What follows belongs to an exercise in optimizing a design on an open flow for small area, a short achievable clock period and few clock cycles per item; a production flow would make more cautious choices. At most, simulation tests tie the RTL to the original design; equivalence was not proved. Power is estimated from default activity; no workload was simulated.

==> inputs of run F <==
// scmcv_top
module scmcv_top (
   input  logic        clock,
   input  logic        reset,
   input  logic        start,
   output logic        busy,
   input  logic [1:0]  req_cmd,
   input  logic [15:0] req_target_cv,
   input  logic [3:0]  req_target_knob,
   input  logic [15:0] req_current_cv,
   input  logic [3:0]  req_current_knob,
   input  logic [15:0] req_morph_cv,
   input  logic [14:0] req_morph_knob,
   input  logic [15:0] req_type_buttons,
   input  logic [15:0] req_focus_mask,
   input  logic [3:0]  req_scene_slot,
   input  logic [3:0]  req_channel_slot,
   input  logic [14:0] req_write_value,
   output logic        rsp_strobe,
   output logic [3:0]  rsp_channel,
   output logic [15:0] rsp_cv_out,
   output logic        rsp_type_light,
   output logic        rsp_last,
   input  logic        psel,
   input  logic        penable,
   input  logic        pwrite,
   input  logic [2:0]  paddr,
   input  logic [31:0] pwdata,
   output logic [31:0] prdata,
   output logic        pready
);
clock: 12.0 ns
lec_check: 0
cap_margin: 20
core_margin: 2
core_utilization: 35
place_density: 0.55
slew_margin: 20
synth_memory_max_bits: 16384
standard.sh (not shown) runs the stock make flow with config.mk's settings and CLKGATE_MAP_FILE= SYNTH_SCRIPT=/design/flow/synth_recipe.tcl, a recipe that flattens the netlist after the stock synthesis.
==> flow/flow/run.sh <==
#!/bin/bash
# ORFS layout: the standard synthesis, then the standard steps with a setup
# margin (timing repair keeps working below the period) and larger clock-sink clusters.
set -euo pipefail
bash standard.sh synth > synth.log 2>&1
bash standard.sh SETUP_SLACK_MARGIN=8.0 CTS_BUF_LIST=sky130_fd_sc_hd__clkbuf_16 CTS_CLUSTER_SIZE=20 CTS_CLUSTER_DIAMETER=60 finish > layout.log 2>&1
==> run Y (differences from run F) <==
--- a/flow/design.v
+++ b/flow/design.v
@@ -260,16 +260,17 @@
    logic [14:0] a_ring, b_ring, m_ring;
    logic [14:0] a_rd;
    logic [15:0] d_rd;
    logic [17:0] a5_rd;
    logic [15:0] flags_new;
    logic        foc;
    logic        fl_rd;
    logic        morph_rd, full_rd;
+   logic [17:0] a5_sa, a5_sb;
    assign flags_new = flags_ff ^ (rq_btn & ~prev_ff);
    assign foc       = rq_focus[c_rd];
    assign fl_rd     = flags_new[c_rd];
    assign morph_rd  = !foc && !fl_rd;
    assign full_rd   = !foc && fl_rd && rq_mfull;
    always_comb begin
       a_ring = '0;
       b_ring = '0;
@@ -283,17 +284,17 @@
             if (e_row[e] == {1'b0, rq_cur}) a_ring = e_dat[e];
             if (e_row[e] == {1'b0, rq_tgt}) b_ring = e_dat[e];
             if (e_row[e] == 5'd16)          m_ring = e_dat[e];
          end
       end
       a_rd = foc ? m_ring : a_ring;
       d_rd = {1'b0, b_ring} - {1'b0, a_ring};
    end
-   assign a5_rd = {1'b0, a_rd, 2'b00} + {3'b000, a_rd};
+   assign a5_rd = a5_sa + a5_sb;
    logic        v1, v2, v3;
    logic [17:0] a51;
    logic [15:0] d1;
    logic [7:0]  g_one, g_two, g_neg;    
    logic        fl1, fl2, fl3;
    logic [3:0]  c1, c2, c3;
    logic        last1, last2, last3;
    logic [17:0] y2;
@@ -317,17 +318,17 @@
    wire mt_w8 = (((g_one[0] & d1[8]) | (g_two[0] & d1[7])) ^ g_neg[0]);
    wire mt_w9 = (((g_one[0] & d1[9]) | (g_two[0] & d1[8])) ^ g_neg[0]);
    wire mt_w10 = (((g_one[0] & d1[10]) | (g_two[0] & d1[9])) ^ g_neg[0]);
    wire mt_w11 = (((g_one[0] & d1[11]) | (g_two[0] & d1[10])) ^ g_neg[0]);
    wire mt_w12 = (((g_one[0] & d1[12]) | (g_two[0] & d1[11])) ^ g_neg[0]);
    wire mt_w13 = (((g_one[0] & d1[13]) | (g_two[0] & d1[12])) ^ g_neg[0]);
    wire mt_w14 = (((g_one[0] & d1[14]) | (g_two[0] & d1[13])) ^ g_neg[0]);
    wire mt_w15 = (((g_one[0] & d1[15]) | (g_two[0] & d1[14])) ^ g_neg[0]);
-   wire mt_w16 = (((g_one[0] & d1[15]) | (g_two[0] & d1[15])) ^ g_neg[0]);
+   wire mt_w16 = ~(((g_one[0] & d1[15]) | (g_two[0] & d1[15])) ^ g_neg[0]);
    wire mt_w17 = ((g_one[1] & d1[0]) ^ g_neg[1]);
    wire mt_w18 = (((g_one[1] & d1[1]) | (g_two[1] & d1[0])) ^ g_neg[1]);
    wire mt_w19 = (((g_one[1] & d1[2]) | (g_two[1] & d1[1])) ^ g_neg[1]);
    wire mt_w20 = (((g_one[1] & d1[3]) | (g_two[1] & d1[2])) ^ g_neg[1]);
    wire mt_w21 = (((g_one[1] & d1[4]) | (g_two[1] & d1[3])) ^ g_neg[1]);
    wire mt_w22 = (((g_one[1] & d1[5]) | (g_two[1] & d1[4])) ^ g_neg[1]);
    wire mt_w23 = (((g_one[1] & d1[6]) | (g_two[1] & d1[5])) ^ g_neg[1]);
    wire mt_w24 = (((g_one[1] & d1[7]) | (g_two[1] & d1[6])) ^ g_neg[1]);
@@ -468,28 +469,28 @@
    wire mt_w159 = mt_w105 ^ mt_w120 ^ a51[3];
    wire mt_w160 = (mt_w105 & mt_w120) | (a51[3] & (mt_w105 ^ mt_w120));
    wire mt_w161 = mt_w16 ^ mt_w31 ^ mt_w46;
    wire mt_w162 = (mt_w16 & mt_w31) | (mt_w46 & (mt_w16 ^ mt_w31));
    wire mt_w163 = mt_w61 ^ mt_w76 ^ mt_w91;
    wire mt_w164 = (mt_w61 & mt_w76) | (mt_w91 & (mt_w61 ^ mt_w76));
    wire mt_w165 = mt_w106 ^ mt_w121 ^ a51[4];
    wire mt_w166 = (mt_w106 & mt_w121) | (a51[4] & (mt_w106 ^ mt_w121));
-   wire mt_w167 = mt_w16 ^ mt_w32 ^ mt_w47;
-   wire mt_w168 = (mt_w16 & mt_w32) | (mt_w47 & (mt_w16 ^ mt_w32));
-   wire mt_w169 = mt_w62 ^ mt_w77 ^ mt_w92;
-   wire mt_w170 = (mt_w62 & mt_w77) | (mt_w92 & (mt_w62 ^ mt_w77));
-   wire mt_w171 = mt_w107 ^ mt_w122 ^ a51[5];
-   wire mt_w172 = (mt_w107 & mt_w122) | (a51[5] & (mt_w107 ^ mt_w122));
-   wire mt_w173 = ~mt_w16 ^ mt_w33 ^ mt_w48;
-   wire mt_w174 = (~mt_w16 & mt_w33) | (mt_w48 & (~mt_w16 ^ mt_w33));
-   wire mt_w175 = mt_w63 ^ mt_w78 ^ mt_w93;
-   wire mt_w176 = (mt_w63 & mt_w78) | (mt_w93 & (mt_w63 ^ mt_w78));
-   wire mt_w177 = mt_w108 ^ mt_w123 ^ a51[6];
-   wire mt_w178 = (mt_w108 & mt_w123) | (a51[6] & (mt_w108 ^ mt_w123));
+   wire mt_w167 = mt_w32 ^ mt_w47 ^ mt_w62;
+   wire mt_w168 = (mt_w32 & mt_w47) | (mt_w62 & (mt_w32 ^ mt_w47));
+   wire mt_w169 = mt_w77 ^ mt_w92 ^ mt_w107;
+   wire mt_w170 = (mt_w77 & mt_w92) | (mt_w107 & (mt_w77 ^ mt_w92));
+   wire mt_w171 = mt_w122 ^ a51[5] ^ 1'b1;
+   wire mt_w172 = (mt_w122 & a51[5]) | (1'b1 & (mt_w122 ^ a51[5]));
+   wire mt_w173 = mt_w33 ^ mt_w48 ^ mt_w63;
+   wire mt_w174 = (mt_w33 & mt_w48) | (mt_w63 & (mt_w33 ^ mt_w48));
+   wire mt_w175 = mt_w78 ^ mt_w93 ^ mt_w108;
+   wire mt_w176 = (mt_w78 & mt_w93) | (mt_w108 & (mt_w78 ^ mt_w93));
+   wire mt_w177 = mt_w123 ^ a51[6];
+   wire mt_w178 = mt_w123 & a51[6];
    wire mt_w179 = mt_w49 ^ mt_w64 ^ mt_w79;
    wire mt_w180 = (mt_w49 & mt_w64) | (mt_w79 & (mt_w49 ^ mt_w64));
    wire mt_w181 = mt_w94 ^ mt_w109 ^ mt_w124;
    wire mt_w182 = (mt_w94 & mt_w109) | (mt_w124 & (mt_w94 ^ mt_w109));
    wire mt_w183 = a51[7] ^ 1'b1;
    wire mt_w184 = a51[7] & 1'b1;
    wire mt_w185 = mt_w50 ^ mt_w65 ^ mt_w80;
    wire mt_w186 = (mt_w50 & mt_w65) | (mt_w80 & (mt_w50 ^ mt_w65));
@@ -750,16 +751,74 @@
    assign mul_sa[26] = mt_w380;
    assign mul_sb[26] = mt_w381;
    assign mul_sa[27] = mt_w382;
    assign mul_sb[27] = mt_w383;
    assign mul_sa[28] = mt_w384;
    assign mul_sb[28] = mt_w385;
    assign mul_sa[29] = mt_w386;
    assign mul_sb[29] = mt_w387;
+   wire at_w0 = a_rd[2] ^ a_rd[4];
+   wire at_w1 = a_rd[2] & a_rd[4];
+   wire at_w2 = a_rd[3] ^ a_rd[5];
+   wire at_w3 = a_rd[3] & a_rd[5];
+   wire at_w4 = a_rd[4] ^ a_rd[6];
+   wire at_w5 = a_rd[4] & a_rd[6];
+   wire at_w6 = a_rd[5] ^ a_rd[7];
+   wire at_w7 = a_rd[5] & a_rd[7];
+   wire at_w8 = a_rd[6] ^ a_rd[8];
+   wire at_w9 = a_rd[6] & a_rd[8];
+   wire at_w10 = a_rd[7] ^ a_rd[9];
+   wire at_w11 = a_rd[7] & a_rd[9];
+   wire at_w12 = a_rd[8] ^ a_rd[10];
+   wire at_w13 = a_rd[8] & a_rd[10];
+   wire at_w14 = a_rd[9] ^ a_rd[11];
+   wire at_w15 = a_rd[9] & a_rd[11];
+   wire at_w16 = a_rd[10] ^ a_rd[12];
+   wire at_w17 = a_rd[10] & a_rd[12];
+   wire at_w18 = a_rd[11] ^ a_rd[13];
+   wire at_w19 = a_rd[11] & a_rd[13];
+   wire at_w20 = a_rd[12] ^ a_rd[14];
+   wire at_w21 = a_rd[12] & a_rd[14];
+   assign a5_sa[0] = a_rd[0];
+   assign a5_sb[0] = 1'b0;
+   assign a5_sa[1] = a_rd[1];
+   assign a5_sb[1] = 1'b0;
+   assign a5_sa[2] = a_rd[0];
+   assign a5_sb[2] = a_rd[2];
+   assign a5_sa[3] = a_rd[1];
+   assign a5_sb[3] = a_rd[3];
+   assign a5_sa[4] = 1'b1;
+   assign a5_sb[4] = at_w0;
+   assign a5_sa[5] = at_w1;
+   assign a5_sb[5] = at_w2;
+   assign a5_sa[6] = at_w3;
+   assign a5_sb[6] = at_w4;
+   assign a5_sa[7] = at_w5;
+   assign a5_sb[7] = at_w6;
+   assign a5_sa[8] = at_w7;
+   assign a5_sb[8] = at_w8;
+   assign a5_sa[9] = at_w9;
+   assign a5_sb[9] = at_w10;
+   assign a5_sa[10] = at_w11;
+   assign a5_sb[10] = at_w12;
+   assign a5_sa[11] = at_w13;
+   assign a5_sb[11] = at_w14;
+   assign a5_sa[12] = at_w15;
+   assign a5_sb[12] = at_w16;
+   assign a5_sa[13] = at_w17;
+   assign a5_sb[13] = at_w18;
+   assign a5_sa[14] = at_w19;
+   assign a5_sb[14] = at_w20;
+   assign a5_sa[15] = at_w21;
+   assign a5_sb[15] = a_rd[13];
+   assign a5_sa[16] = a_rd[14];
+   assign a5_sb[16] = 1'b0;
+   assign a5_sa[17] = 1'b0;
+   assign a5_sb[17] = 1'b0;
    wire dt_w0 = y2[11] ^ y2[9];
    wire dt_w1 = y2[11] & y2[9];
    wire dt_w2 = y2[12] ^ y2[10] ^ y2[9];
    wire dt_w3 = (y2[12] & y2[10]) | (y2[9] & (y2[12] ^ y2[10]));
    wire dt_w4 = y2[13] ^ y2[11] ^ y2[10];
    wire dt_w5 = (y2[13] & y2[11]) | (y2[10] & (y2[13] ^ y2[11]));
    wire dt_w6 = y2[14] ^ y2[12] ^ y2[11];
    wire dt_w7 = (y2[14] & y2[12]) | (y2[11] & (y2[14] ^ y2[12]));
==> qor summary <==
|  | run Y | run F |
|---|---|---|
| Met1 track demand over resource | 0.239 | 0.237 |
| Post-placement cell area | 128000 µm² | 128000 µm² |
| Peak VDD IR | 0.115 mV | 0.129 mV |
| Met2 wire length | 141000 µm | 139000 µm |
| Post-DP HPWL | 171000 µm | 169000 µm |
| Status | complete, no violations | complete, no violations |
| Post-Synth XOR/XNOR Area | 0.0219 | 0.0225 |
| Share of the clock period used by the worst path after layout | 0.401 | 0.399 |
| Detailed-route vias per instance | 4.76 | 4.75 |
| Number of logic stages on the critical path including buffering | 23 | 13 |
| Origin of the worst min-delay path | u_core.u_store.g_row[15].q[87] | u_core.u_store.g_row[12].q[111] |
| Internal power contribution | 0.0200 W | 0.0200 W |
| Signal buffers share of area | 0.0518 | 0.0556 |
| Vias in the first global route | 65800 | 65500 |
| Layout Area Growth over Synthesis | 19.2% | 20.7% |
| Area taken by multi-input logic gates | 30500 µm² | 31100 µm² |
| Part of the total power dissipated in combinational logic | 0.068 | 0.074 |
| Sequential cell area fraction in the yosys report | 0.755 | 0.757 |
Testbench counts of run F, summed over its fixed seeds: cycles 10,722, ticks 514.
The RTL of run Y was laid out without a check of its function.

## afterwards: timing with drivers on the ports
The flow's constraints put no driver on any port. The routed layouts listed below were extracted and timed again, unchanged, in two steps.
Step 1 sets driving cells, clkbuf_16 on the clock port and buf_2 on the other inputs (assumed; they add their load-dependent delay and slew).
Step 2 times the ports against the registers' clock, not the clock port: input delays grow and output delays shrink by t, the midpoint of the rising clock arrivals with the driver on.
Slacks: no drivers / after step 1 / after step 2; pairs: no drivers / after step 1.
run	t (ns)	setup WS [ns]	worst setup path after step 2	worst register clock-pin slew, ns	worst slew at a driven data input, ns
run F	0.952	7.209 / 7.218 / 6.310	input to register	0.09 / 0.09	0.19
run Y	0.944	7.185 / 7.185 / 6.564	input to register	0.09 / 0.09	0.11
After both steps every run listed still meets setup and hold. For run F, which loses most, drivers alone change the setup slack by +0.009 ns; drivers and shift together by -0.899 ns.
